Background: an optimization exercise with open tools, aiming at small area, a short achievable clock period and few clock cycles per item. Do not read the settings as production practice. In this exercise RTL edits were held to simulation tests only and were not proved equivalent to the original. Power is estimated from default activity; no workload was simulated.

## flow/design.v (module list and top-level ports; edited modules follow where they fit)
// module wcsg_csr: 74 lines
// module wcsg_div_stage: 159 lines
// module wcsg_fade_rom: 2077 lines
// module wcsg_scale_rom: 1631 lines
// module wcsg_step_rom: 189 lines
// module wcsg_serializer: 95 lines
// module wheel_color_strip_generator_top: 159 lines
module wheel_color_strip_generator_top
(
   input  logic        clock,
   input  logic        reset,
   input  logic        req_tvalid,
   output logic        req_tready,
   input  logic [63:0] req_tdata,    
   output logic        rsp_tvalid,
   input  logic        rsp_tready,
   output logic [31:0] rsp_tdata,    
   output logic        rsp_tlast,    
   input  logic        csr_psel,
   input  logic        csr_penable,
   input  logic        csr_pwrite,
   input  logic [4:0]  csr_paddr,
   input  logic [31:0] csr_pwdata,
   output logic [31:0] csr_prdata,
   output logic        csr_pready
);
  // ...
==> flow/run.sh <==
#!/bin/bash
# synth_recipe.tcl (not shown) runs the flow's synth.tcl, then flattens the netlist and writes it again
# the make line also repeats each setting of config.mk as NAME=value (left out here)
make -C /OpenROAD-flow-scripts/flow DESIGN_CONFIG=/design/flow/config.mk WORK_HOME=/design/flow/orfs CLKGATE_MAP_FILE= SYNTH_SCRIPT=/design/flow/synth_recipe.tcl finish
==> flow/config.mk <==
export PLATFORM = sky130hd
export DESIGN_NAME = wheel_color_strip_generator_top
export DESIGN_NICKNAME = wheel_color_strip_generator_top
export VERILOG_FILES = /design/flow/design.v
export SDC_FILE = /design/flow/constraint.sdc
export NUM_CORES = 4
export LEC_CHECK = 0
export ABC_AREA = 1
export CAP_MARGIN = 20
export CORE_MARGIN = 2
export CORE_UTILIZATION = 55
export SLEW_MARGIN = 20
export SYNTH_MEMORY_MAX_BITS = 16384
==> flow/constraint.sdc <==
create_clock -name core_clock -period 22.0 [get_ports {clock}]
set_input_delay 4.4000 -clock core_clock [delete_from_list [all_inputs] [get_ports {clock}]]
set_output_delay 4.4000 -clock core_clock [all_outputs]
set_load 0.01 [all_outputs]
==> results.py, run 1 <==
metrics = {
    "run_status": {
        "failed_stage": "synthesis (1_2_yosys)",
        "error": "ERROR: ABC failed with status B",
        "status": "stopped before the end",
    },
    "synth": {
        "synth_warnings": 4,
    },
}
Testbench counts, summed over its fixed seeds: cycles 19,520, items 3,072.
==> inputs of run 2 (changes only) <==
--- a/flow/config.mk
+++ b/flow/config.mk
@@ -7,3 +7,2 @@
 export LEC_CHECK = 0
-export ABC_AREA = 1
 export CAP_MARGIN = 20
==> run 2 against run 1 <==
  * The run now finishes clean
==> results.py, run 2 <==
metrics = {
    "timing": {
        "tightest_slew_ns": 1.35,
        "max_freq_ghz": 0.0887,
        "maxSlewViolCount": 0,
        "fin_crit_ns": 11.27,
        "rsz0062_at_grt": "no",
        "relSlewSlack_pct": 9.41,
        "hold_viol": 0,
        "finalCritPeriodShare_pct": 51.2,
        "finalSetupTns_ns": 0,
        "finalSetupViolations": 0,
        "fin_worst_skew_ns": 0.0210,
    },
    "run": {
        "cap_violations": 0,
    },
    "cells_and_area": {
        "finalNetCount": 5369,
        "stdcell_count": 5736,
        "layout_commonest_cell": "nand2_1",
        "drive_gt1_share_pct": 6.01,
        "area_growth_pct": 7.82,
        "top_regs": "u_div.af_ff (30), u_div.aw_ff (30)",
        "layout_common_cells": "nand2_1, nor2_1, inv_1",
    },
    "synth": {
        "seq_area_frac_synth_pct": 21.4,
        "syn_avg_cell_area_sq_um": 8.01,
        "synth_xor_area_share_pct": 3.94,
        "synth_cell_types": 116,
        "synth_area_sq_mm": 0.0386,
        "synth_area_leaders": "edfxtp_1, ha_1, fa_1",
        "ys.flop_type": "edfxtp_1",
        "synth_adder_area_share_pct": 19.6,
        "synth_most_common_cell": "nand2_1",
        "synth_warnings": 4,
        "ys_async_sr_fraction_pct": 0,
        "synthCells": 4817,
        "synth_top_area_share_pct": 16.8,
        "synth_edf_count": 216,
        "yosys.area_share.simple_pct": 18.8,
        "synth_commonest_cells": "nand2_1, nor2_1, inv_1",
        "synth_area_leader_cell": "edfxtp_1",
        "synthMuxAreaShare_pct": 6.52,
        "ys_ff_latch": 304,
        "synth-compound-area-share_pct": 21.9,
        "synth_top_family_by_area": "compound AO/OA/AOI/OAI gates",
    },
    "detailed_routing": {
        "routed_wl_um": 127000,
        "routedWlPerCell_um": 22.1,
        "drtIter0Drc": 4045,
        "drtAntennaViolNets": 0,
        "remaining_drc_errors": 0,
        "routed-via-count": 36100,
        "viasPerCell": 6.29,
        "first_pass_iters": 7,
    },
    "floorplan": {
        "die_width_um": 269,
        "initial_core_util_pct": 55.3,
        "rows": 97,
        "dieArea_sq_mm": 0.0723,
        "io_pins": 176,
        "core_sq_mm": 0.0698,
        "dieHeight_um": 269,
    },
    "clocking": {
        "clock_path_buffers": 3,
        "root_buffer": "clkbuf_16",
        "htreeDepth": 2,
        "numClockSinks": 304,
        "holdBufCountCts": 0,
        "numCtsBuffers": 38,
        "cts_resized": 0,
        "postCtsSetupBuffers": 0,
        "worstSkewPairLatency_ns": 0.59,
        "clkSlewWorstSetupHoldPaths_ns": 0.06,
        "cts_tree": "yes",
    },
    "power": {
        "p_leak_nw": 17.7,
        "powerDensity_mw_per_mm2": 182,
        "ir_drop_v": 0.000334,
    },
    "placed_design": {
        "io_buffers": 119,
        "routabilityCongestion": 1.06,
        "dp_cells": 5661,
        "dpl.hpwl_um": 91000,
    },
    "setup_path": {
        "cp_max_fo": 21,
        "path_cells": "clkdlybuf4s50_1 > or2_2 > o21ai_0 > o21ai_0 > a21oi_1 > clkdlybuf4s50_1",
        "cpMaxStageDelayCell": "clkdlybuf4s50_1",
        "worst_ep_required_time_ns": 17.60,
        "critical_path.top_delay_family": "buffers and inverters",
        "end_kind": "primary output",
        "cpPeakStageDelay_ns": 0.76,
        "worstPathArrival_ns": 6.87,
        "critical_path_buf_inv_count": 2,
        "critPathKind": "in2out",
        "start_kind": "input port",
    },
    "global_route": {
        "grt_remaining_overflow": 0,
        "grt_pass1_vias": 34300,
        "grt_max_degree": 86,
        "antenna_found_initial": 1,
        "grtUsageTotal_pct": 34.6,
        "grt_pass1_wl_um": 195000,
    },
    "hold_path": {
        "hold_path_class": "reg2reg",
    },
    "run_status": {
        "status": "finished clean",
    },
}
[run 2: path summary, 6_finish.rpt]
| check | from | endpoint | slack, ns | depth (start not counted) |
|---|---|---|---|---|
| max | csr_paddr[3] | csr_prdata[6] | 10.73 | 6 |
| min | acc_ff[2] | acc_ff[2] | 0.47 | 2 |
| max reg2reg | u_csr.pattern_speed[1] | u_div.brw_ff[2] | 12.38 | 36 |
| min reg2reg | acc_ff[2] | acc_ff[2] | 0.47 | 2 |
[run 2: report_power, final]
part / switching, mW / leakage [nW] / internal (mW)
sequential: 0.124 / 2.91 / 0.902
combinational: 3.69 / 14.2 / 2.22
clock: 0.273 / 0.614 / 0.376
total: 4.09 / 17.7 / 3.50
[run 2: area by class of cell]
class / instances / area [sq um]
Antenna cell: 3 / 7.51
Multi-Input combinational cell: 3788 / 27500
Inverter: 438 / 1650
Clock inverter: 25 / 308
Timing Repair Buffer: 193 / 1750
Fill cell: 6481 / 28200
Sequential cell: 304 / 8260
Clock buffer: 45 / 987
Tap cell: 940 / 1180
[run 2: cell families after synthesis]
| logic type | after synthesis |
|---|---|
| simple gates | 1558 |
| compound gates | 1295 |
| buf+inv | 753 |
| fa+ha+maj | 499 |
| flops | 304 |
| mux | 234 |
| xor+xnor | 172 |
| other cells | 2 |
[run 2: metrics by stage]
step                      setup WS, ns  hold slack (ns)  utilization (%)  cell area (sq um)  total power [mW]
after floorplan                  11.82            0.426                -              38700              5.20
after global placement           10.78            0.459             57.7              40300              6.70
after detailed placement         10.77            0.464             57.7              40300              6.75
after CTS                        10.76            0.471             59.6              41600              7.44
after global routing             10.50            0.497             59.6              41600              8.15
final                            10.73            0.470             59.6              41600              7.59
[run 2: metal layers]
layer / global-route usage [%] / share of wire (%)
met5: 0 / 0
met2: 55.8 / 45
met1: 45.4 / 41
met4: 15.6 / 5.2
met3: 5.83 / 8.5
[run 2: tightest hold or removal path, cell delays in order (launching register included)]
cell,delay (ns)
dfxtp_1,0.32
nand2_1,0.06
a21oi_1,0.05
==> module wcsg_csr, before the edit <==
module wcsg_csr
(
   input  logic        clock,
   input  logic        reset,
   input  logic        csr_psel,
   input  logic        csr_penable,
   input  logic        csr_pwrite,
   input  logic [4:0]  csr_paddr,
   input  logic [31:0] csr_pwdata,
   output logic [31:0] csr_prdata,
   output logic        csr_pready,
   output logic [7:0]  pattern_speed,
   output logic [7:0]  fade_speed,
   output logic        fade_synced,
   output logic [7:0]  brightness_scale,
   output logic [1:0]  timing_mode,
   output logic [1:0]  inside_mode,
   output logic [7:0]  own_address,
   output logic [7:0]  node_count,
   output logic        ps_zero       
);
   localparam logic [2:0] REG_PATTERN_SPEED = 3'd0;
   localparam logic [2:0] REG_FADE_SPEED    = 3'd1;
   localparam logic [2:0] REG_FADE_SYNCED   = 3'd2;
   localparam logic [2:0] REG_BRIGHTNESS    = 3'd3;
   localparam logic [2:0] REG_TIMING_MODE   = 3'd4;
   localparam logic [2:0] REG_INSIDE_MODE   = 3'd5;
   localparam logic [2:0] REG_OWN_ADDRESS   = 3'd6;
   localparam logic [2:0] REG_NODE_COUNT    = 3'd7;
   logic [2:0] index;
   logic       write;
   assign index = csr_paddr[4:2];
   assign write = csr_psel & csr_penable & csr_pwrite;
   assign csr_pready = 1'b1;
   always_comb begin
      case (index)
         REG_PATTERN_SPEED: csr_prdata = {24'd0, pattern_speed};
         REG_FADE_SPEED:    csr_prdata = {24'd0, fade_speed};
         REG_FADE_SYNCED:   csr_prdata = {31'd0, fade_synced};
         REG_BRIGHTNESS:    csr_prdata = {24'd0, brightness_scale};
         REG_TIMING_MODE:   csr_prdata = {30'd0, timing_mode};
         REG_INSIDE_MODE:   csr_prdata = {30'd0, inside_mode};
         REG_OWN_ADDRESS:   csr_prdata = {24'd0, own_address};
         default:           csr_prdata = {24'd0, node_count};
      endcase
   end
   always_ff @(posedge clock) begin
      if (reset) begin
         pattern_speed    <= 8'd42;
         fade_speed       <= 8'd0;
         fade_synced      <= 1'b0;
         brightness_scale <= 8'd255;
         timing_mode      <= 2'd0;
         inside_mode      <= 2'd0;
         own_address      <= 8'd0;
         node_count       <= 8'd1;
         ps_zero          <= 1'b0;
      end else if (write) begin
         case (index)
            REG_PATTERN_SPEED: begin
               pattern_speed <= csr_pwdata[7:0];
               ps_zero       <= (csr_pwdata[7:0] == 8'd0);
            end
            REG_FADE_SPEED:    fade_speed       <= csr_pwdata[7:0];
            REG_FADE_SYNCED:   fade_synced      <= csr_pwdata[0];
            REG_BRIGHTNESS:    brightness_scale <= csr_pwdata[7:0];
            REG_TIMING_MODE:   timing_mode      <= csr_pwdata[1:0];
            REG_INSIDE_MODE:   inside_mode      <= csr_pwdata[1:0];
            REG_OWN_ADDRESS:   own_address      <= csr_pwdata[7:0];
            default:           node_count       <= csr_pwdata[7:0];
         endcase
      end
   end
endmodule
==> module wcsg_div_stage, before the edit <==
module wcsg_div_stage
(
   input  logic        clock,
   input  logic        reset,
   input  logic        load,        
   input  logic        take_out,    
   input  logic [31:0] num_w_in,
   input  logic [31:0] num_f_in,
   input  logic [7:0]  ps,          
   input  logic [7:0]  fs,          
   output logic        ready,       
   output logic        last,        
   output logic [7:0]  q_w,
   output logic [8:0]  q_f
);
   localparam int STEPS = 3;
   function automatic logic [8:0] step(input logic [7:0] rem, input logic nb, input logic [7:0] d);
      logic [8:0] r;
      logic       b;
      r = {rem, nb};
      b = (r >= {1'b0, d});
      if (b) r = r - {1'b0, d};
      step = {b, r[7:0]};
   endfunction
   function automatic logic [8:0] qstep(input logic [8:0] q, input logic b);
      logic [9:0] t;
      t = {q, 1'b0};
      if (t >= 10'd314) t = t - 10'd314;
      qstep = t[8:0] | {8'd0, b};
   endfunction
   logic        a_busy_ff;
   logic [2:0]  a_cnt_ff;
   logic [29:0] aw_ff, af_ff;
   logic [7:0]  arw_ff, arf_ff;
   logic [8:0]  aqf_ff;
   logic [29:0] aw0, af0, aw, af;
   logic [7:0]  arw0, arf0, arw, arf;
   logic [8:0]  aqf0, aqf;
   logic        a_last, a_adv;
   logic        b_busy_ff;
   logic [2:0]  b_cnt_ff;
   logic [14:0] bw_ff, bf_ff;
   logic [7:0]  brw_ff, brf_ff;
   logic [8:0]  bqf_ff;
   logic [14:0] bw, bf;
   logic [7:0]  brw, brf;
   logic [8:0]  bqf;
   logic        b_take;
   always_comb begin
      logic [8:0]  s;
      logic [31:0] w, f;
      w = num_w_in;
      f = num_f_in;
      arw0 = 8'd0;
      arf0 = 8'd0;
      aqf0 = 9'd0;
      for (int i = 0; i < 2; i++) begin
         s = step(arw0, w[31], ps);
         arw0 = s[7:0];
         w = {w[30:0], 1'b0};
         s = step(arf0, f[31], fs);
         arf0 = s[7:0];
         f = {f[30:0], 1'b0};
         aqf0 = qstep(aqf0, s[8]);
      end
      aw0 = w[31:2];
      af0 = f[31:2];
   end
   always_comb begin
      logic [8:0] s;
      aw  = aw_ff;
      af  = af_ff;
      arw = arw_ff;
      arf = arf_ff;
      aqf = aqf_ff;
      for (int i = 0; i < STEPS; i++) begin
         s = step(arw, aw[29], ps);
         arw = s[7:0];
         aw = {aw[28:0], 1'b0};
         s = step(arf, af[29], fs);
         arf = s[7:0];
         af = {af[28:0], 1'b0};
         aqf = qstep(aqf, s[8]);
      end
   end
   always_comb begin
      logic [8:0] s;
      bw  = bw_ff;
      bf  = bf_ff;
      brw = brw_ff;
      brf = brf_ff;
      bqf = bqf_ff;
      for (int i = 0; i < STEPS; i++) begin
         s = step(brw, bw[14], ps);
         brw = s[7:0];
         bw = {bw[13:0], s[8]};
         s = step(brf, bf[14], fs);
         brf = s[7:0];
         bf = {bf[13:0], 1'b0};
         bqf = qstep(bqf, s[8]);
      end
   end
   assign a_last = a_busy_ff && (a_cnt_ff == 3'd4);
   assign last   = b_busy_ff && (b_cnt_ff == 3'd4);
   assign b_take = !b_busy_ff || (last && take_out);
   assign a_adv  = a_last && b_take;
   assign ready  = !a_busy_ff;
   assign q_w    = bw[7:0];
   assign q_f    = bqf;
   always_ff @(posedge clock) begin
      if (reset) begin
         a_busy_ff <= 1'b0;
         b_busy_ff <= 1'b0;
      end else begin
         if (load) begin
            a_busy_ff <= 1'b1;
         end else if (a_adv) begin
            a_busy_ff <= 1'b0;
         end
         if (b_take) begin
            b_busy_ff <= a_adv;
         end
      end
   end
   always_ff @(posedge clock) begin
      if (load) begin
         a_cnt_ff <= 3'd0;
         aw_ff    <= aw0;
         af_ff    <= af0;
         arw_ff   <= arw0;
         arf_ff   <= arf0;
         aqf_ff   <= aqf0;
      end else if (a_busy_ff && !a_last) begin
         a_cnt_ff <= a_cnt_ff + 3'd1;
         aw_ff    <= aw;
         af_ff    <= af;
         arw_ff   <= arw;
         arf_ff   <= arf;
         aqf_ff   <= aqf;
      end
   end
   always_ff @(posedge clock) begin
      if (b_take) begin
         b_cnt_ff <= 3'd0;
         bw_ff    <= aw[29:15];
         bf_ff    <= af[29:15];
         brw_ff   <= arw;
         brf_ff   <= arf;
         bqf_ff   <= aqf;
      end else if (b_busy_ff && !last) begin
         b_cnt_ff <= b_cnt_ff + 3'd1;
         bw_ff    <= bw;
         bf_ff    <= bf;
         brw_ff   <= brw;
         brf_ff   <= brf;
         bqf_ff   <= bqf;
      end
   end
endmodule
==> inputs of run 3 (changes only) <==
--- a/flow/design.v
+++ b/flow/design.v
@@ -35,12 +35,8 @@
    always_comb begin
-      case (index)
-         REG_PATTERN_SPEED: csr_prdata = {24'd0, pattern_speed};
-         REG_FADE_SPEED:    csr_prdata = {24'd0, fade_speed};
-         REG_FADE_SYNCED:   csr_prdata = {31'd0, fade_synced};
-         REG_BRIGHTNESS:    csr_prdata = {24'd0, brightness_scale};
-         REG_TIMING_MODE:   csr_prdata = {30'd0, timing_mode};
-         REG_INSIDE_MODE:   csr_prdata = {30'd0, inside_mode};
-         REG_OWN_ADDRESS:   csr_prdata = {24'd0, own_address};
-         default:           csr_prdata = {24'd0, node_count};
-      endcase
+      logic [7:0] lo, hi;
+      lo = csr_paddr[3] ? (csr_paddr[2] ? brightness_scale : {7'd0, fade_synced})
+                        : (csr_paddr[2] ? fade_speed : pattern_speed);
+      hi = csr_paddr[3] ? (csr_paddr[2] ? node_count : own_address)
+                        : (csr_paddr[2] ? {6'd0, inside_mode} : {6'd0, timing_mode});
+      csr_prdata = {24'd0, csr_paddr[4] ? hi : lo};
    end
@@ -93,6 +89,7 @@
       logic       b;
+      logic [9:0] t;
       r = {rem, nb};
-      b = (r >= {1'b0, d});
-      if (b) r = r - {1'b0, d};
-      step = {b, r[7:0]};
+      t = {1'b0, r} - {2'b0, d};
+      b = !t[9];
+      step = {b, b ? t[7:0] : r[7:0]};
    endfunction
@@ -100,5 +97,6 @@
       logic [9:0] t;
+      logic [10:0] u;
       t = {q, 1'b0};
-      if (t >= 10'd314) t = t - 10'd314;
-      qstep = t[8:0] | {8'd0, b};
+      u = {1'b0, t} - 11'd314;
+      qstep = (u[10] ? t[8:0] : u[8:0]) | {8'd0, b};
    endfunction
--- a/flow/config.mk
+++ b/flow/config.mk
@@ -10,2 +10,3 @@
 export CORE_UTILIZATION = 55
+export CTS_BUF_LIST = sky130_fd_sc_hd__clkbuf_4
 export SLEW_MARGIN = 20
==> run 3 against run 2 <==
  * Sequential power barely moved
  * Highest routed layer is now met5
  * Final cell count fell by 0.84%
  * Sequential cell count did not move
  * Worst hold slack got worse by 0.017 ns
  * Clock-buffer cell count rose by 70
  * Worst setup slack got worse by 0.034 ns
  * Register-to-register slack improved by 0.26 ns
  * Total power fell by 6.1%
  * Synthesized cell count fell by 1.6%
  * Critical endpoint is now csr_prdata[0]
  * Die area fell by 2.1%
==> results.py, run 3 <==
metrics = {
    "power": {
        "powerDensity_mw_per_mm2": 176,
        "ir_drop_v": 0.000294,
        "p_leak_nw": 17.4,
    },
    "timing": {
        "fin_crit_ns": 11.30,
        "whs_ns": 0.452,
        "finalCritPeriodShare_pct": 51.4,
        "final.setup.worst_slack_ns": 10.70,
        "tightest_slew_ns": 1.26,
        "relSlewSlack_pct": 15.6,
        "hold_viol": 0,
        "max_freq_ghz": 0.0885,
        "maxSlewViolCount": 0,
        "fin_worst_skew_ns": 0.0682,
        "finalSetupTns_ns": 0,
        "finalSetupViolations": 0,
        "rsz0062_at_grt": "no",
    },
    "synth": {
        "synth_cell_types": 102,
        "syn_avg_cell_area_sq_um": 7.97,
        "seq_area_frac_synth_pct": 21.8,
        "synth_area_leader_cell": "edfxtp_1",
        "synth_commonest_cells": "nor2_1, nand2_1, inv_1",
        "synth_area_sq_mm": 0.0378,
        "synth_warnings": 4,
        "ys.flop_type": "edfxtp_1",
        "ys_async_sr_fraction_pct": 0,
        "synth_top_area_share_pct": 17.2,
        "synth_area_leaders": "edfxtp_1, ha_1, fa_1",
        "synth_edf_count": 216,
        "ys_ff_latch": 304,
        "synth_most_common_cell": "nor2_1",
        "synthCells": 4742,
    },
    "floorplan": {
        "core_sq_mm": 0.0683,
        "dieHeight_um": 266,
        "io_pins": 176,
        "die_width_um": 266,
        "rows": 96,
        "initial_core_util_pct": 55.3,
        "dieArea_sq_mm": 0.0708,
    },
    "global_route": {
        "antenna_found_initial": 4,
        "grt_remaining_overflow": 0,
        "grtUsageTotal_pct": 34.1,
        "grt_pass1_wl_um": 190000,
        "grt_pass1_vias": 33800,
        "grt_max_degree": 103,
    },
    "clocking": {
        "holdBufCountCts": 0,
        "postCtsSetupBuffers": 0,
        "cts_tree": "yes",
        "numClockSinks": 304,
        "numCtsBuffers": 85,
        "htreeDepth": 3,
        "root_buffer": "clkbuf_4",
        "worstSkewPairLatency_ns": 0.87,
        "clock_path_buffers": 3,
        "clkSlewWorstSetupHoldPaths_ns": 0.07,
        "cts_resized": 0,
    },
    "cells_and_area": {
        "area_growth_pct": 7.42,
        "multiInputGateArea_sq_mm": 0.0269,
        "postLayoutCellArea_sq_mm": 0.0406,
        "layout_common_cells": "nor2_1, nand2_1, inv_1",
        "drive_gt1_share_pct": 6.50,
        "finish.utilization_pct": 59.4,
        "finalNetCount": 5332,
        "top_regs": "u_div.af_ff (30), u_div.aw_ff (30)",
        "regArea_sq_mm": 0.00826,
        "layout_commonest_cell": "nor2_1",
        "fillers": 6369,
    },
    "run_status": {
        "status": "finished clean",
    },
    "detailed_routing": {
        "routed-via-count": 35400,
        "routedWlPerCell_um": 21.5,
        "first_pass_iters": 7,
        "viasPerCell": 6.23,
        "drtIter0Drc": 3731,
        "drtAntennaViolNets": 0,
        "remaining_drc_errors": 0,
        "routed_wl_um": 122000,
    },
    "setup_path": {
        "cp_max_fo": 21,
        "start_kind": "input port",
        "worstPathArrival_ns": 6.90,
        "worst_ep_required_time_ns": 17.60,
        "end_kind": "primary output",
        "critPathKind": "in2out",
    },
    "placed_design": {
        "dpl.hpwl_um": 87600,
        "routabilityCongestion": 1.09,
        "dp_slack_ns": 10.68,
        "dpl_cell_area_sq_mm": 0.0394,
        "io_buffers": 119,
    },
    "run": {
        "cap_violations": 0,
    },
    "hold_path": {
        "hold_path_class": "reg2reg",
    },
}
run 3: cell count changes after synthesis, moves of 14 or more:
cell / before / now
clkbuf_1: 193 / 223
nand2b_1: 52 / 77
buf_2: 41 / 27
inv_1: 427 / 396
nand2_1: 490 / 436
nor2_1: 487 / 526
a21oi_1: 360 / 391
mux2_2: 58 / 39
nor2b_1: 66 / 82
nand4_1: 37 / 8
o21ai_0: 289 / 312
run 3: layout make-up:
class | instances | share of cell area [%]
Antenna cell | 4 | 0.0247
Multi-Input combinational cell | 3749 | 66.2
Clock inverter | 42 | 0.629
Clock buffer | 115 | 2.13
Sequential cell | 304 | 20.3
Timing Repair Buffer | 190 | 4.24
Inverter | 402 | 3.72
Tap cell | 882 | 2.72
run 3: per-layer routing:
metal	GRT usage [%]	part of all wire, %	vias to the layer above
met5	0	0.0065	-
met4	14.7	4.5	2
met3	6.89	8.8	340
met2	54.4	46	1687
met1	44.9	41	16700
li1	-	-	16700
run 3: report_power, final:
| group | switching [mW] | internal (mW) | leakage [nW] |
|---|---|---|---|
| clock | 0.269 | 0.263 | 0.650 |
| combinational | 3.47 | 2.11 | 13.8 |
| sequential | 0.126 | 0.894 | 2.91 |
run 3: critical path: stages:
cell             delay [ns]
clkdlybuf4s50_1        1.14
mux4_2                 0.60
mux2_2                 0.29
clkdlybuf4s50_1        0.48
run 3: cell families after synthesis:
| kind of cell | Yosys count | synth area share (%) |
|---|---|---|
| simple gates | 1526 | 18.6 |
| compound gates | 1321 | 22.4 |
| buf+inv | 723 | 7.58 |
| fa+ha+maj | 492 | 19.8 |
| flops | 304 | 21.8 |
| mux | 203 | 5.77 |
| xor+xnor | 171 | 4.02 |
| other cells | 2 | 0.0199 |
run 3: path summary, 6_finish.rpt:
path,start,to,slack (ns),depth (start not counted)
hold / removal,acc_ff[8],acc_ff[8],0.45,2
setup / recovery,csr_paddr[2],csr_prdata[0],10.70,4
hold reg to reg,acc_ff[8],acc_ff[8],0.45,2
setup reg to reg,m_qf_ff[1],acc_ff[14],12.64,30
run 3: metrics by stage:
| step | power (mW) | instances |
|---|---|---|
| 2_1_floorplan | 4.97 | 4776 |
| 3_3_place_gp | 6.43 | 5527 |
| 3_5_place_dp | 6.48 | 5527 |
| 4_1_cts | 7.05 | 5684 |
| 5_1_grt | 7.76 | 5687 |
| 6_report | 7.13 | 5688 |
Testbench counts of run 3, summed over its fixed seeds: cycles 19,520, items 3,072.
==> inputs of run 4 (changes only) <==
--- a/flow/config.mk
+++ b/flow/config.mk
@@ -10,3 +10,3 @@
 export CORE_UTILIZATION = 55
-export CTS_BUF_LIST = sky130_fd_sc_hd__clkbuf_4
+export CTS_BUF_LIST = sky130_fd_sc_hd__clkbuf_2 sky130_fd_sc_hd__clkbuf_4
 export SLEW_MARGIN = 20
==> run 4 against run 3 <==
  * Still clean on timing, DRC and antenna
  * Via count did not move
  * Non-clock buffer count did not move
  * Register-to-register slack barely moved
  * Worst hold slack did not move
  * Critical path depth did not move
  * Sequential power barely moved
  * Combinational power barely moved
  * Wire length did not move
  * Total power did not move
  * Critical endpoint unchanged
  * Largest power group unchanged
==> results.py, run 4 <==
metrics = {
    "global_route": {
        "grt_max_degree": 103,
        "antenna_found_initial": 4,
        "grt_pass1_wl_um": 190000,
        "grt_pass1_vias": 33800,
        "grtUsageTotal_pct": 34.1,
        "grt_remaining_overflow": 0,
    },
    "detailed_routing": {
        "first_pass_iters": 7,
        "remaining_drc_errors": 0,
        "routedWlPerCell_um": 21.5,
        "routed_wl_um": 122000,
        "drtAntennaViolNets": 0,
        "routed-via-count": 35400,
        "viasPerCell": 6.23,
        "drtIter0Drc": 3731,
    },
    "placed_design": {
        "dpl.hpwl_um": 87600,
        "dpl_cell_area_sq_mm": 0.0394,
        "routabilityCongestion": 1.09,
        "io_buffers": 119,
    },
    "setup_path": {
        "rrSetupSlack_ns": 12.64,
        "cpPeakStageDelay_ns": 1.14,
        "worstPathArrival_ns": 6.90,
        "reg2reg_from": "m_qf_ff[1]",
        "cp-endpoint": "csr_prdata[0]",
        "reg2reg_depth": 30,
        "end_kind": "primary output",
        "critical_path_buf_inv_count": 2,
        "critPathLaunch": "csr_paddr[2]",
        "cp.depth": 4,
        "critical_path.top_delay_family": "buffers and inverters",
        "cp_max_fo": 21,
        "cpMaxStageDelayCell": "clkdlybuf4s50_1",
        "critPathKind": "in2out",
        "path_common_cell": "clkdlybuf4s50_1",
        "path_cells": "clkdlybuf4s50_1 > mux4_2 > mux2_2 > clkdlybuf4s50_1",
        "start_kind": "input port",
        "r2r_end": "acc_ff[14]",
        "worst_ep_required_time_ns": 17.60,
    },
    "clocking": {
        "cts_resized": 0,
        "cts_tree": "yes",
        "clock_path_buffers": 3,
        "numClockSinks": 304,
        "postCtsSetupBuffers": 0,
        "worstSkewPairLatency_ns": 0.87,
        "clkSlewWorstSetupHoldPaths_ns": 0.07,
        "root_buffer": "clkbuf_4",
        "htreeDepth": 3,
        "holdBufCountCts": 0,
        "numCtsBuffers": 85,
    },
    "run_status": {
        "status": "finished clean",
    },
    "timing": {
        "fin_crit_ns": 11.30,
        "maxSlewViolCount": 0,
        "finalSetupViolations": 0,
        "whs_ns": 0.452,
        "rsz0062_at_grt": "no",
        "hold_viol": 0,
        "relSlewSlack_pct": 15.6,
        "tightest_slew_ns": 1.26,
        "finalSetupTns_ns": 0,
        "fin_worst_skew_ns": 0.0682,
        "finalCritPeriodShare_pct": 51.4,
        "max_freq_ghz": 0.0885,
    },
    "synth": {
        "synthCells": 4742,
        "ys.flop_type": "edfxtp_1",
        "synth_warnings": 4,
        "seq_area_frac_synth_pct": 21.8,
        "ys_ff_latch": 304,
        "synth_cell_types": 102,
        "synth_edf_count": 216,
        "synth_commonest_cells": "nor2_1, nand2_1, inv_1",
        "ys_async_sr_fraction_pct": 0,
        "synth_top_area_share_pct": 17.2,
        "syn_avg_cell_area_sq_um": 7.97,
        "synth_area_leaders": "edfxtp_1, ha_1, fa_1",
        "synth_most_common_cell": "nor2_1",
        "synth_area_leader_cell": "edfxtp_1",
        "synth_area_sq_mm": 0.0378,
    },
    "run": {
        "cap_violations": 0,
    },
    "cells_and_area": {
        "top_regs": "u_div.af_ff (30), u_div.aw_ff (30)",
        "drive_gt1_share_pct": 6.50,
        "finalNetCount": 5332,
        "layout_commonest_cell": "nor2_1",
        "layout_common_cells": "nor2_1, nand2_1, inv_1",
        "postLayoutCellArea_sq_mm": 0.0406,
        "area_growth_pct": 7.42,
        "fillers": 6369,
    },
    "floorplan": {
        "io_pins": 176,
        "rows": 96,
        "die_width_um": 266,
        "dieArea_sq_mm": 0.0708,
        "dieHeight_um": 266,
        "core_sq_mm": 0.0683,
        "initial_core_util_pct": 55.3,
    },
    "power": {
        "ir_drop_v": 0.000294,
        "p_total_mw": 7.13,
        "powerDensity_mw_per_mm2": 176,
        "p_leak_nw": 17.4,
    },
    "hold_path": {
        "hold_path_class": "reg2reg",
    },
}
run 4: tightest hold or removal path: cells and delay by family (launching register included):
family / cells / cell delay (ns)
AOI/OAI and AO/OA: 1 / 0.05
DFF: 1 / 0.31
and+or+nand+nor: 1 / 0.05
run 4: kinds of logic (layout without fill, tap and decap cells):
group	Yosys count	count (layout)	synth area share [%]
xor gates and xnor gates	171	171	4.02
buffers and inverters	723	749	7.58
and+or+nand+nor	1526	1526	18.6
DFF	304	304	21.8
adders and majority gates	492	492	19.8
AOI/OAI and AO/OA	1321	1321	22.4
muxes	203	203	5.77
other	2	40	0.0199
run 4: final cells by class:
type                    instances  area [sq um]  share of cell area (%)
clock buffers                 115           863                    2.13
multi-input cells            3749         26900                    66.2
diodes                          4          10.0                  0.0247
repair buffers                190          1720                    4.24
well taps                     882          1100                    2.72
inverters                     402          1510                    3.72
flip-flops and latches        304          8260                    20.3
clock inverters                42           255                   0.629
run 4: metal layers:
metal / track usage (%) / wire length, um
met1: 44.9 / 50200
met2: 54.4 / 55600
met5: 0 / 8
met3: 6.89 / 10800
met4: 14.7 / 5460
run 4: worst min-delay path by stage:
stage / start / end / slack, ns / cells after the start
global placement: acc_ff[8] / acc_ff[8] / 0.44 / 2
global route: acc_ff[8] / acc_ff[8] / 0.48 / 2
detailed placement: acc_ff[8] / acc_ff[8] / 0.44 / 2
floorplan: u_div.bw_ff[0] / m_qw_ff[3] / 0.43 / 0
finish: acc_ff[8] / acc_ff[8] / 0.45 / 2
CTS: acc_ff[8] / acc_ff[8] / 0.45 / 2
run 4: stage by stage:
step                instances  setup WS (ns)  util (%)
detailed placement       5527          10.68      57.7
floorplan                4776          11.87         -
global placement         5527          10.70      57.7
global route             5687          10.58      59.4
finish                   5688          10.70      59.4
CTS                      5684          10.67      59.4
run 4: report_power, final:
group	switching, mW	total (mW)	internal [mW]
Combinational	3.47	5.58	2.11
Clock	0.269	0.532	0.263
Sequential	0.126	1.02	0.894
==> module wcsg_serializer, before the edit <==
module wcsg_serializer
(
   input  logic        clock,
   input  logic        reset,
   input  logic [1:0]  inside_mode,
   input  logic        item_valid,
   input  logic [7:0]  item_base,
   input  logic [16:0] item_bright,
   output logic        item_take,    
   output logic        rsp_tvalid,
   input  logic        rsp_tready,
   output logic [31:0] rsp_tdata,    
   output logic        rsp_tlast     
);
   logic        busy_ff;
   logic [7:0]  base_ff;
   logic [16:0] bright_ff;
   logic [7:0]  u_ff;
   logic [1:0]  region_ff;
   logic        ov_ff;
   logic [2:0]  led_ff;
   logic [7:0]  red_ff, green_ff, blue_ff;
   logic        out_load;
   logic        emit;
   logic        at_last;
   logic [2:0]  idx, idx_next;
   logic [7:0]  led_off;
   logic [7:0]  pos;
   logic [1:0]  region;
   logic [7:0]  u;
   logic [24:0] x, y;
   logic [7:0]  xh, yh;
   assign idx      = (led_ff == 3'd5) ? 3'd0 : led_ff + 3'd1;
   assign idx_next = idx + 3'd1;
   assign at_last  = (led_ff == 3'd4);
   assign out_load = !ov_ff || rsp_tready;
   assign emit     = busy_ff && out_load;
   assign item_take = !busy_ff || (at_last && out_load);
   always_comb begin
      case (inside_mode)
         2'd1:    led_off = idx_next[0] ? 8'd128 : 8'd0;
         2'd2:    led_off = (idx_next >= 3'd3) ? 8'd128 : 8'd0;
         2'd3:    led_off = 8'(8'd42 * idx_next);
         default: led_off = 8'd0;
      endcase
      pos = item_take ? item_base : base_ff + led_off;
      if (pos < 8'd85)       region = 2'd0;
      else if (pos < 8'd170) region = 2'd1;
      else                   region = 2'd2;
      u = 8'(pos + {pos[6:0], 1'b0} + {6'd0, region});
   end
   always_comb begin
      x  = 25'(u_ff) * 25'(bright_ff);
      y  = 25'({bright_ff, 8'd0}) - 25'(bright_ff) - x;
      xh = x[23:16];
      yh = y[23:16];
   end
   always_ff @(posedge clock) begin
      if (reset) begin
         busy_ff <= 1'b0;
         ov_ff   <= 1'b0;
         led_ff  <= 3'd5;
      end else begin
         if (item_take) begin
            busy_ff <= item_valid;
         end
         if (emit) begin
            ov_ff  <= 1'b1;
            led_ff <= idx;
         end else if (out_load) begin
            ov_ff  <= 1'b0;
         end
      end
   end
   always_ff @(posedge clock) begin
      if (item_take) begin
         base_ff   <= item_base;
         bright_ff <= item_bright;
      end
      if (item_take || emit) begin
         u_ff      <= u;
         region_ff <= region;
      end
      if (emit) begin
         case (region_ff)
            2'd0:    begin red_ff <= xh;   green_ff <= yh;   blue_ff <= 8'd0; end
            2'd1:    begin red_ff <= yh;   green_ff <= 8'd0; blue_ff <= xh;   end
            default: begin red_ff <= 8'd0; green_ff <= xh;   blue_ff <= yh;   end
         endcase
      end
   end
   assign rsp_tvalid = ov_ff;
   assign rsp_tdata  = {5'd0, blue_ff, green_ff, red_ff, led_ff};
   assign rsp_tlast  = (led_ff == 3'd5);
endmodule
==> module wheel_color_strip_generator_top, before the edit <==
module wheel_color_strip_generator_top
(
   input  logic        clock,
   input  logic        reset,
   input  logic        req_tvalid,
   output logic        req_tready,
   input  logic [63:0] req_tdata,    
   output logic        rsp_tvalid,
   input  logic        rsp_tready,
   output logic [31:0] rsp_tdata,    
   output logic        rsp_tlast,    
   input  logic        csr_psel,
   input  logic        csr_penable,
   input  logic        csr_pwrite,
   input  logic [4:0]  csr_paddr,
   input  logic [31:0] csr_pwdata,
   output logic [31:0] csr_prdata,
   output logic        csr_pready
);
   localparam logic [1:0] TIMING_STAGGERED = 2'd1;
   localparam logic [1:0] TIMING_LOCAL     = 2'd2;
   localparam logic [1:0] TIMING_ALTERNATE = 2'd3;
   logic [7:0] pattern_speed;
   logic [7:0] fade_speed;
   logic       fade_synced;
   logic [7:0] brightness_scale;
   logic [1:0] timing_mode;
   logic [1:0] inside_mode;
   logic [7:0] own_address;
   logic [7:0] node_count;
   logic [7:0]  ps_eff;
   logic        d_ready, d_last, d_load;
   logic        ps_zero;
   logic [7:0]  offset_ff;
   logic [7:0]  d_qw;
   logic [8:0]  d_qf;
   logic        ser_take;
   logic        m_take, m_done;
   logic        m_busy_ff;
   logic [2:0]  m_cnt_ff;
   logic [7:0]  m_qw_ff;
   logic [8:0]  m_qf_ff;
   logic [16:0] acc_ff;
   logic [20:0] acc_sum;
   logic [3:0]  nib;
   logic [16:0] fade_rom_value;
   logic [16:0] scale;
   logic        fade_one;
   logic [8:0]  step_val;
   logic [7:0]  offset;
   logic [7:0]  item_base;
   logic [16:0] item_bright;
   wcsg_csr u_csr (
      .clock            (clock),
      .reset            (reset),
      .csr_psel         (csr_psel),
      .csr_penable      (csr_penable),
      .csr_pwrite       (csr_pwrite),
      .csr_paddr        (csr_paddr),
      .csr_pwdata       (csr_pwdata),
      .csr_prdata       (csr_prdata),
      .csr_pready       (csr_pready),
      .pattern_speed    (pattern_speed),
      .fade_speed       (fade_speed),
      .fade_synced      (fade_synced),
      .brightness_scale (brightness_scale),
      .timing_mode      (timing_mode),
      .inside_mode      (inside_mode),
      .own_address      (own_address),
      .node_count       (node_count),
      .ps_zero          (ps_zero)
   );
   assign ps_eff = {pattern_speed[7:1], pattern_speed[0] | ps_zero};
   assign m_done     = (m_cnt_ff == 3'd4);
   assign m_take     = !m_busy_ff || (m_done && ser_take);
   assign req_tready = d_ready;
   assign d_load     = req_tvalid && d_ready;
   wcsg_div_stage u_div (
      .clock    (clock),
      .reset    (reset),
      .load     (d_load),
      .take_out (m_take),
      .num_w_in ((timing_mode == TIMING_LOCAL) ? req_tdata[31:0] : req_tdata[63:32]),
      .num_f_in (fade_synced ? req_tdata[63:32] : req_tdata[31:0]),
      .ps       (ps_eff),
      .fs       (fade_speed),
      .ready    (d_ready),
      .last     (d_last),
      .q_w      (d_qw),
      .q_f      (d_qf)
   );
   wcsg_fade_rom u_fade_rom (
      .idx   (m_qf_ff),
      .value (fade_rom_value)
   );
   wcsg_scale_rom u_scale_rom (
      .idx   (brightness_scale),
      .value (scale)
   );
   assign fade_one = (fade_speed == 8'd0) || fade_rom_value[16];
   always_comb begin
      case (m_cnt_ff[1:0])
         2'd0:    nib = fade_rom_value[3:0];
         2'd1:    nib = fade_rom_value[7:4];
         2'd2:    nib = fade_rom_value[11:8];
         default: nib = fade_rom_value[15:12];
      endcase
      acc_sum = 21'(acc_ff) + 21'(scale) * 21'(nib);
   end
   always_ff @(posedge clock) begin
      if (reset) begin
         m_busy_ff <= 1'b0;
      end else if (m_take) begin
         m_busy_ff <= d_last;
      end
   end
   always_ff @(posedge clock) begin
      if (m_take) begin
         m_cnt_ff <= 3'd0;
         acc_ff   <= 17'd0;
         m_qw_ff  <= d_qw;
         m_qf_ff  <= d_qf;
      end else if (!m_done) begin
         m_cnt_ff <= m_cnt_ff + 3'd1;
         acc_ff   <= acc_sum[20:4];
      end
   end
   wcsg_step_rom u_step_rom (
      .idx   (node_count),
      .value (step_val)
   );
   always_comb begin
      logic [15:0] stag_prod;
      stag_prod = own_address * step_val[7:0];
      case (timing_mode)
         TIMING_STAGGERED: offset = stag_prod[7:0];
         TIMING_ALTERNATE: offset = own_address[0] ? 8'd0 : 8'd128;
         default:          offset = 8'd0;
      endcase
      item_base   = m_qw_ff + offset_ff;
      item_bright = fade_one ? scale : acc_ff;
   end
   always_ff @(posedge clock) begin
      offset_ff <= offset;
   end
   wcsg_serializer u_ser (
      .clock       (clock),
      .reset       (reset),
      .inside_mode (inside_mode),
      .item_valid  (m_busy_ff && m_done),
      .item_base   (item_base),
      .item_bright (item_bright),
      .item_take   (ser_take),
      .rsp_tvalid  (rsp_tvalid),
      .rsp_tready  (rsp_tready),
      .rsp_tdata   (rsp_tdata),
      .rsp_tlast   (rsp_tlast)
   );
endmodule
==> inputs of run 5 (changes only) <==
--- a/flow/design.v
+++ b/flow/design.v
@@ -4149,3 +4149,4 @@
    logic [2:0]  led_ff;
-   logic [7:0]  red_ff, green_ff, blue_ff;
+   logic [7:0]  xh_ff, yh_ff;      
+   logic [1:0]  oreg_ff;           
    logic        out_load;
@@ -4160,2 +4161,3 @@
    logic [7:0]  xh, yh;
+   logic [7:0]  red, green, blue;
    assign idx      = (led_ff == 3'd5) ? 3'd0 : led_ff + 3'd1;
@@ -4212,11 +4214,16 @@
       if (emit) begin
-         case (region_ff)
-            2'd0:    begin red_ff <= xh;   green_ff <= yh;   blue_ff <= 8'd0; end
-            2'd1:    begin red_ff <= yh;   green_ff <= 8'd0; blue_ff <= xh;   end
-            default: begin red_ff <= 8'd0; green_ff <= xh;   blue_ff <= yh;   end
-         endcase
+         xh_ff   <= xh;
+         yh_ff   <= yh;
+         oreg_ff <= region_ff;
       end
    end
+   always_comb begin
+      case (oreg_ff)
+         2'd0:    begin red = xh_ff; green = yh_ff; blue = 8'd0;  end
+         2'd1:    begin red = yh_ff; green = 8'd0;  blue = xh_ff; end
+         default: begin red = 8'd0;  green = xh_ff; blue = yh_ff; end
+      endcase
+   end
    assign rsp_tvalid = ov_ff;
-   assign rsp_tdata  = {5'd0, blue_ff, green_ff, red_ff, led_ff};
+   assign rsp_tdata  = {5'd0, blue, green, red, led_ff};
    assign rsp_tlast  = (led_ff == 3'd5);
@@ -4257,2 +4264,4 @@
    logic [7:0]  offset_ff;
+   logic [2:0]  ocnt_ff;
+   logic [7:0]  oacc_ff, oacc_next;
    logic [7:0]  d_qw;
@@ -4354,7 +4363,14 @@
    );
+   always_ff @(posedge clock) begin
+      if (reset || (csr_psel && csr_penable && csr_pwrite)) begin
+         ocnt_ff <= 3'd0;
+      end else begin
+         ocnt_ff <= ocnt_ff + 3'd1;
+      end
+   end
    always_comb begin
-      logic [15:0] stag_prod;
-      stag_prod = own_address * step_val[7:0];
+      oacc_next = ((ocnt_ff == 3'd0) ? 8'd0 : {oacc_ff[6:0], 1'b0})
+                + (own_address[~ocnt_ff] ? step_val[7:0] : 8'd0);
       case (timing_mode)
-         TIMING_STAGGERED: offset = stag_prod[7:0];
+         TIMING_STAGGERED: offset = oacc_next;
          TIMING_ALTERNATE: offset = own_address[0] ? 8'd0 : 8'd128;
@@ -4366,3 +4382,6 @@
    always_ff @(posedge clock) begin
-      offset_ff <= offset;
+      oacc_ff <= oacc_next;
+      if (ocnt_ff == 3'd7) begin
+         offset_ff <= offset;
+      end
    end
--- a/flow/config.mk
+++ b/flow/config.mk
@@ -10,4 +10,4 @@
 export CORE_UTILIZATION = 55
-export CTS_BUF_LIST = sky130_fd_sc_hd__clkbuf_2 sky130_fd_sc_hd__clkbuf_4
-export SLEW_MARGIN = 20
+export CTS_BUF_LIST = sky130_fd_sc_hd__clkbuf_4
+export SLEW_MARGIN = 40
 export SYNTH_MEMORY_MAX_BITS = 16384
==> run 5 against run 4 <==
  * Final area shrank 0.35%
  * Wire length down 3.0%
  * Largest power group unchanged
  * Highest routed layer is now met4
  * Critical path depth increased by 1
==> results.py, run 5 <==
metrics = {
    "run_status": {
        "status": "finished clean",
    },
    "synth": {
        "synth_most_common_cell": "nor2_1",
        "synth_edf_count": 218,
        "syn_avg_cell_area_sq_um": 7.97,
        "synthCells": 4706,
        "synth_warnings": 4,
        "synth_top_area_share_pct": 17.5,
        "synth_area_sq_mm": 0.0375,
        "seq_area_frac_synth_pct": 22.3,
        "synth_commonest_cells": "nor2_1, nand2_1, a21oi_1",
        "ys.flop_type": "edfxtp_1",
        "ys_ff_latch": 308,
        "synth_area_leaders": "edfxtp_1, ha_1, fa_1",
        "ys_async_sr_fraction_pct": 0,
        "synth_area_leader_cell": "edfxtp_1",
        "synth_cell_types": 103,
    },
    "clocking": {
        "cts_tree": "yes",
        "root_buffer": "clkbuf_4",
        "worstSkewPairLatency_ns": 0.84,
        "cts_resized": 0,
        "numClockSinks": 308,
        "htreeDepth": 3,
        "clkSlewWorstSetupHoldPaths_ns": 0.06,
        "holdBufCountCts": 0,
        "numCtsBuffers": 89,
        "clock_path_buffers": 3,
        "postCtsSetupBuffers": 0,
    },
    "setup_path": {
        "reg2reg_from": "m_qf_ff[2]",
        "worst_ep_required_time_ns": 17.60,
        "cp_max_fo": 24,
        "rrSetupSlack_ns": 12.38,
        "critPathLaunch": "csr_paddr[2]",
        "cp-endpoint": "csr_prdata[0]",
        "start_kind": "input port",
        "end_kind": "primary output",
        "reg2reg_depth": 29,
        "worstPathArrival_ns": 6.53,
        "r2r_end": "acc_ff[15]",
        "critPathKind": "in2out",
    },
    "hold_path": {
        "hold_path_class": "reg2reg",
    },
    "power": {
        "p_leak_nw": 17.1,
        "swShare_pct": 52.2,
        "p_total_mw": 6.76,
        "pwr-share-clk_pct": 8.6,
        "p_sw_mw": 3.53,
        "comb_power_share_pct": 75.9,
        "ir_drop_v": 0.000132,
        "p_seq_share_pct": 15.4,
        "internal_power_mw": 3.23,
        "powerDensity_mw_per_mm2": 167,
    },
    "global_route": {
        "grt_remaining_overflow": 0,
        "grt_max_degree": 85,
        "grtUsageTotal_pct": 33.3,
        "antenna_found_initial": 3,
        "grt_pass1_wl_um": 187000,
        "grt_pass1_vias": 34000,
    },
    "detailed_routing": {
        "first_pass_iters": 8,
        "remaining_drc_errors": 0,
        "routed-via-count": 35300,
        "drtAntennaViolNets": 0,
        "routedWlPerCell_um": 21.0,
        "routed_wl_um": 118000,
        "drtIter0Drc": 3859,
        "viasPerCell": 6.25,
    },
    "placed_design": {
        "routabilityCongestion": 1.04,
        "dpl.hpwl_um": 84900,
        "io_buffers": 119,
    },
    "cells_and_area": {
        "top_regs": "u_div.af_ff (30), u_div.aw_ff (30)",
        "finalNetCount": 5279,
        "finish.utilization_pct": 60.1,
        "layout_commonest_cell": "nor2_1",
        "layout_common_cells": "nor2_1, nand2_1, a21oi_1",
        "area_growth_pct": 7.84,
        "drive_gt1_share_pct": 7.45,
    },
    "timing": {
        "finalSetupTns_ns": 0,
        "max_freq_ghz": 0.0915,
        "finalCritPeriodShare_pct": 49.7,
        "relSlewSlack_pct": 39.8,
        "tightest_slew_ns": 0.892,
        "hold_viol": 0,
        "rsz0062_at_grt": "no",
        "fin_worst_skew_ns": 0.0649,
        "maxSlewViolCount": 0,
        "finalSetupViolations": 0,
        "fin_crit_ns": 10.93,
    },
    "floorplan": {
        "core_sq_mm": 0.0673,
        "dieHeight_um": 265,
        "initial_core_util_pct": 55.7,
        "dieArea_sq_mm": 0.0703,
        "die_width_um": 265,
        "io_pins": 176,
        "rows": 95,
    },
    "run": {
        "cap_violations": 0,
    },
}
run 5: changes by cell type in the layout (fill, tap and decap cells not counted), moves of 10 or more:
cell	before	now
nand2_1	436	492
clkbuf_4	115	131
nand4_1	8	18
nor2_1	525	501
nor3_1	85	74
and2_1	137	107
inv_1	396	370
o211ai_1	42	57
clkinv_1	34	21
fa_1	174	163
run 5: area by class of cell:
cell class | instances | area, sq um
sequential | 308 | 8360
timing repair buffer | 184 | 1700
clock inverter | 35 | 263
inverter | 377 | 1420
tap | 873 | 1090
antenna | 4 | 10.0
clock buffer | 131 | 983
fill | 6220 | 26800
multi-input combinational | 3731 | 26600
run 5: cells by family after synthesis:
family / count (synthesis) / share of synthesized area (%)
and+or+nand+nor: 1539 / 18.8
other: 2 / 0.0200
xor gates and xnor gates: 162 / 3.84
adders and majority gates: 480 / 19.3
AOI/OAI and AO/OA: 1308 / 22.3
muxes: 206 / 6.04
buffers and inverters: 701 / 7.45
DFF: 308 / 22.3
run 5: how the worst min path moves through the flow:
stage / start / to / slack (ns) / cells past startpoint
final: u_div.bw_ff[0] / m_qw_ff[3] / 0.44 / 0
after global routing: u_div.bw_ff[0] / m_qw_ff[3] / 0.46 / 0
after CTS: u_div.bw_ff[0] / m_qw_ff[3] / 0.44 / 0
after detailed placement: u_div.bw_ff[0] / m_qw_ff[3] / 0.43 / 0
after global placement: u_div.bw_ff[0] / m_qw_ff[3] / 0.43 / 0
after floorplan: u_ser.region_ff[0] / u_ser.oreg_ff[0] / 0.40 / 0
run 5: critical path: stages:
cell             delay, ns
clkdlybuf4s50_1       0.45
buf_4                 0.32
mux4_2                0.56
mux2_2                0.31
clkdlybuf4s50_1       0.48
run 5: per-stage QoR:
stage | instance area [sq um] | instances | setup slack (ns) | hold slack [ns]
2_1_floorplan | 37600 | 4740 | 11.64 | 0.400
3_3_place_gp | 39100 | 5471 | 11.08 | 0.434
3_5_place_dp | 39200 | 5473 | 11.08 | 0.431
4_1_cts | 40400 | 5639 | 11.08 | 0.440
5_1_grt | 40400 | 5643 | 10.99 | 0.459
6_report | 40400 | 5643 | 11.07 | 0.444
run 5: routing by layer:
layer  global-route usage (%)  share of wire [%]  vias up
li1                         -                  -    16600
met1                     42.9                 40    16600
met2                     54.7                 47     1720
met3                     7.11                9.0      341
met4                     13.2                4.0        0
met5                        0                  0        -
run 5: power by group through the flow:
stage          registers (mW)  clock network, mW  logic [mW]
2_1_floorplan           0.984                  0        3.86
3_3_place_gp             1.05                  0        4.93
3_5_place_dp             1.05                  0        5.01
4_1_cts                  1.04              0.600        5.04
5_1_grt                  1.06              0.625        5.72
6_report                 1.04              0.582        5.13
Testbench counts of run 5, summed over its fixed seeds: cycles 19,520, items 3,072.
==> inputs of run 6 (changes only) <==
--- a/flow/config.mk
+++ b/flow/config.mk
@@ -11,3 +11,4 @@
 export CTS_BUF_LIST = sky130_fd_sc_hd__clkbuf_4
-export SLEW_MARGIN = 40
+export CTS_CLUSTER_SIZE = 30
+export SLEW_MARGIN = 60
 export SYNTH_MEMORY_MAX_BITS = 16384
==> run 6 against run 5 <==
  * Still clean
  * Register-to-register slack better by 0.42 ns
  * Synthesized cell count stayed put
  * Non-clock buffer count is 20 higher
  * Sequential share of layout area is 0.24 points lower
  * First-iteration DRC count is 2.9% higher
  * Utilization is 0.78 points higher
  * Area after synthesis stayed put
  * Critical path depth stayed put
  * Total power is 1.0% higher
==> results.py, run 6 <==
metrics = {
    "run_status": {
        "status": "finished clean",
    },
    "setup_path": {
        "reg2reg_depth": 30,
        "worstPathArrival_ns": 6.53,
        "critical_path.top_delay_family": "buffers and inverters",
        "reg2reg_from": "m_qf_ff[1]",
        "worst_ep_required_time_ns": 17.60,
        "end_kind": "primary output",
        "critical_path_buf_inv_count": 3,
        "cp_max_fo": 24,
        "cpPeakStageDelay_ns": 0.57,
        "path_common_cell": "clkdlybuf4s50_1",
        "path_cells": "clkdlybuf4s50_1 > buf_4 > mux4_2 > mux2_2 > clkdlybuf4s50_1",
        "r2r_end": "acc_ff[16]",
        "start_kind": "input port",
        "rrSetupSlack_ns": 12.80,
        "cpMaxStageDelayCell": "mux4_2",
        "critPathKind": "in2out",
    },
    "cells_and_area": {
        "fillers": 6152,
        "drive_gt1_share_pct": 8.93,
        "layout_common_cells": "nor2_1, nand2_1, a21oi_1",
        "top_regs": "u_div.af_ff (30), u_div.aw_ff (30)",
        "area_growth_pct": 9.25,
        "stdcell_count": 5662,
        "layout_commonest_cell": "nor2_1",
        "multiInputGateArea_sq_mm": 0.0268,
        "regArea_sq_mm": 0.00837,
        "finalNetCount": 5299,
    },
    "synth": {
        "ys_async_sr_fraction_pct": 0,
        "synth_warnings": 4,
        "synth_most_common_cell": "nor2_1",
        "synthCells": 4706,
        "synth_edf_count": 218,
        "syn_avg_cell_area_sq_um": 7.97,
        "ys.flop_type": "edfxtp_1",
        "synth_area_sq_mm": 0.0375,
        "synth_area_leader_cell": "edfxtp_1",
        "seq_area_frac_synth_pct": 22.3,
        "synth_top_area_share_pct": 17.5,
        "synth_cell_types": 103,
        "ys_ff_latch": 308,
        "synth_commonest_cells": "nor2_1, nand2_1, a21oi_1",
        "synth_area_leaders": "edfxtp_1, ha_1, fa_1",
    },
    "clocking": {
        "cts_resized": 0,
        "clkSlewWorstSetupHoldPaths_ns": 0.06,
        "numClockSinks": 308,
        "holdBufCountCts": 0,
        "cts_tree": "yes",
        "postCtsSetupBuffers": 0,
        "numCtsBuffers": 89,
        "clock_path_buffers": 3,
        "htreeDepth": 3,
        "worstSkewPairLatency_ns": 0.88,
        "root_buffer": "clkbuf_4",
    },
    "hold_path": {
        "min_from": "u_div.bw_ff[0]",
        "hold_depth": 0,
        "worstHoldEndpoint": "m_qw_ff[3]",
        "hold_path_class": "reg2reg",
    },
    "global_route": {
        "antenna_found_initial": 2,
        "grt_pass1_vias": 34200,
        "grt_remaining_overflow": 0,
        "grt_max_degree": 85,
        "grt_pass1_wl_um": 188000,
        "grtUsageTotal_pct": 33.5,
    },
    "timing": {
        "finalSetupTns_ns": 0,
        "finalSetupViolations": 0,
        "fin_crit_ns": 10.93,
        "relSlewSlack_pct": 57.4,
        "rsz0062_at_grt": "no",
        "maxSlewViolCount": 0,
        "fin_worst_skew_ns": 0.0753,
        "tightest_slew_ns": 0.639,
        "hold_viol": 0,
        "final.setup.worst_slack_ns": 11.07,
        "finalCritPeriodShare_pct": 49.7,
        "max_freq_ghz": 0.0915,
        "whs_ns": 0.442,
    },
    "power": {
        "p_total_mw": 6.82,
        "powerDensity_mw_per_mm2": 167,
        "ir_drop_v": 0.000135,
        "p_leak_nw": 17.3,
    },
    "run": {
        "cap_violations": 0,
    },
    "floorplan": {
        "die_width_um": 265,
        "dieArea_sq_mm": 0.0703,
        "rows": 95,
        "io_pins": 176,
        "core_sq_mm": 0.0673,
        "dieHeight_um": 265,
        "initial_core_util_pct": 55.7,
    },
    "placed_design": {
        "io_buffers": 119,
        "dpl.hpwl_um": 85600,
        "dp_slack_ns": 11.08,
        "routabilityCongestion": 1.04,
        "dp_cells": 5492,
    },
    "detailed_routing": {
        "first_pass_iters": 8,
        "routed_wl_um": 119000,
        "viasPerCell": 6.25,
        "routed-via-count": 35400,
        "drtIter0Drc": 3971,
        "drtAntennaViolNets": 0,
        "remaining_drc_errors": 0,
        "routedWlPerCell_um": 21.0,
    },
}
-- run 6: report_power, final --
part / switching (mW) / leakage (nW) / internal [mW]
Sequential: 0.103 / 2.97 / 0.913
Combinational: 3.19 / 13.6 / 2.05
Clock: 0.267 / 0.724 / 0.308
Total: 3.56 / 17.3 / 3.27
-- run 6: layout make-up --
cell class	count	area share [%]
antenna	5	0.0305
clock buffer	128	2.35
clock inverter	36	0.629
inverter	377	3.46
multi-input combinational	3731	65.5
sequential	308	20.4
tap	873	2.67
timing repair buffer	204	4.91
-- run 6: logic make-up (layout without fill, tap and decap cells) --
| logic type | after synthesis | after routing | synth area share [%] |
|---|---|---|---|
| multiplexers | 206 | 206 | 6.04 |
| other | 2 | 41 | 0.0200 |
| AND/OR/NAND/NOR | 1539 | 1539 | 18.8 |
| XOR/XNOR | 162 | 162 | 3.84 |
| adder cells (fa/ha/maj) | 480 | 480 | 19.3 |
| AO/OA/AOI/OAI | 1308 | 1308 | 22.3 |
| buffers and inverters | 701 | 745 | 7.45 |
| flip-flops | 308 | 308 | 22.3 |
-- run 6: metrics by stage --
step / cell area [sq um] / utilization [%]
after global routing: 41000 / 60.9
final: 41000 / 60.9
after floorplan: 37600 / -
after CTS: 40800 / 60.6
after detailed placement: 39600 / 58.8
after global placement: 39100 / 58.1
-- run 6: worst max path at each step --
| stage | from | end | slack [ns] | cells past startpoint |
|---|---|---|---|---|
| 2_1_floorplan | csr_paddr[2] | csr_prdata[3] | 11.64 | 7 |
| 3_3_place_gp | csr_paddr[2] | csr_prdata[0] | 11.08 | 5 |
| 3_5_place_dp | csr_paddr[2] | csr_prdata[0] | 11.08 | 5 |
| 4_1_cts | csr_paddr[2] | csr_prdata[0] | 11.08 | 5 |
| 5_1_grt | csr_paddr[2] | csr_prdata[0] | 11.04 | 5 |
| 6_report | csr_paddr[2] | csr_prdata[0] | 11.07 | 5 |
-- run 6: routing by layer --
layer  wire length, um  GRT usage, %
met5                 0             0
met4              5430          14.0
met3             10800          6.80
met2             54900          54.9
met1             47900          43.2

==> what the ideal ports hide <==
No port has a modelled driver above. Below, the same layouts with a new extraction and two added sets of constraints.
Step 1 (the two cells are an assumption about what drives the block):
set clk [get_ports {clock}]
set_driving_cell -lib_cell sky130_fd_sc_hd__clkbuf_16 $clk
set_driving_cell -lib_cell sky130_fd_sc_hd__buf_2 [delete_from_list [all_inputs] $clk]
Step 2 moves the port delays by t, midway between the first and last clock arrival at a register: inputs arrive t later, outputs are due t later. That takes back most of the time a late clock gives input paths.
a / b / c = no drivers / after step 1 / after step 2; a / b = the first two.
run | shift t [ns] | setup WS [ns] | hold slack, ns | clock arrival spread, ns | worst slew at a driven data input, ns
run 2 | 0.648 | 10.730 / 10.709 / 10.709 | 0.470 / 0.470 / 0.470 | 0.026 / 0.026 | 0.10
run 3 | 0.887 | 10.697 / 10.676 / 10.676 | 0.452 / 0.452 / 0.452 | 0.084 / 0.085 | 0.11
run 4 | 0.887 | 10.697 / 10.676 / 10.676 | 0.452 / 0.452 / 0.452 | 0.084 / 0.085 | 0.11
run 5 | 0.874 | 11.073 / 11.050 / 11.050 | 0.444 / 0.444 / 0.444 | 0.068 / 0.068 | 0.07
run 6 | 0.904 | 11.075 / 11.052 / 11.052 | 0.442 / 0.442 / 0.442 | 0.086 / 0.087 | 0.07
After both steps setup and hold are still met in every run listed.
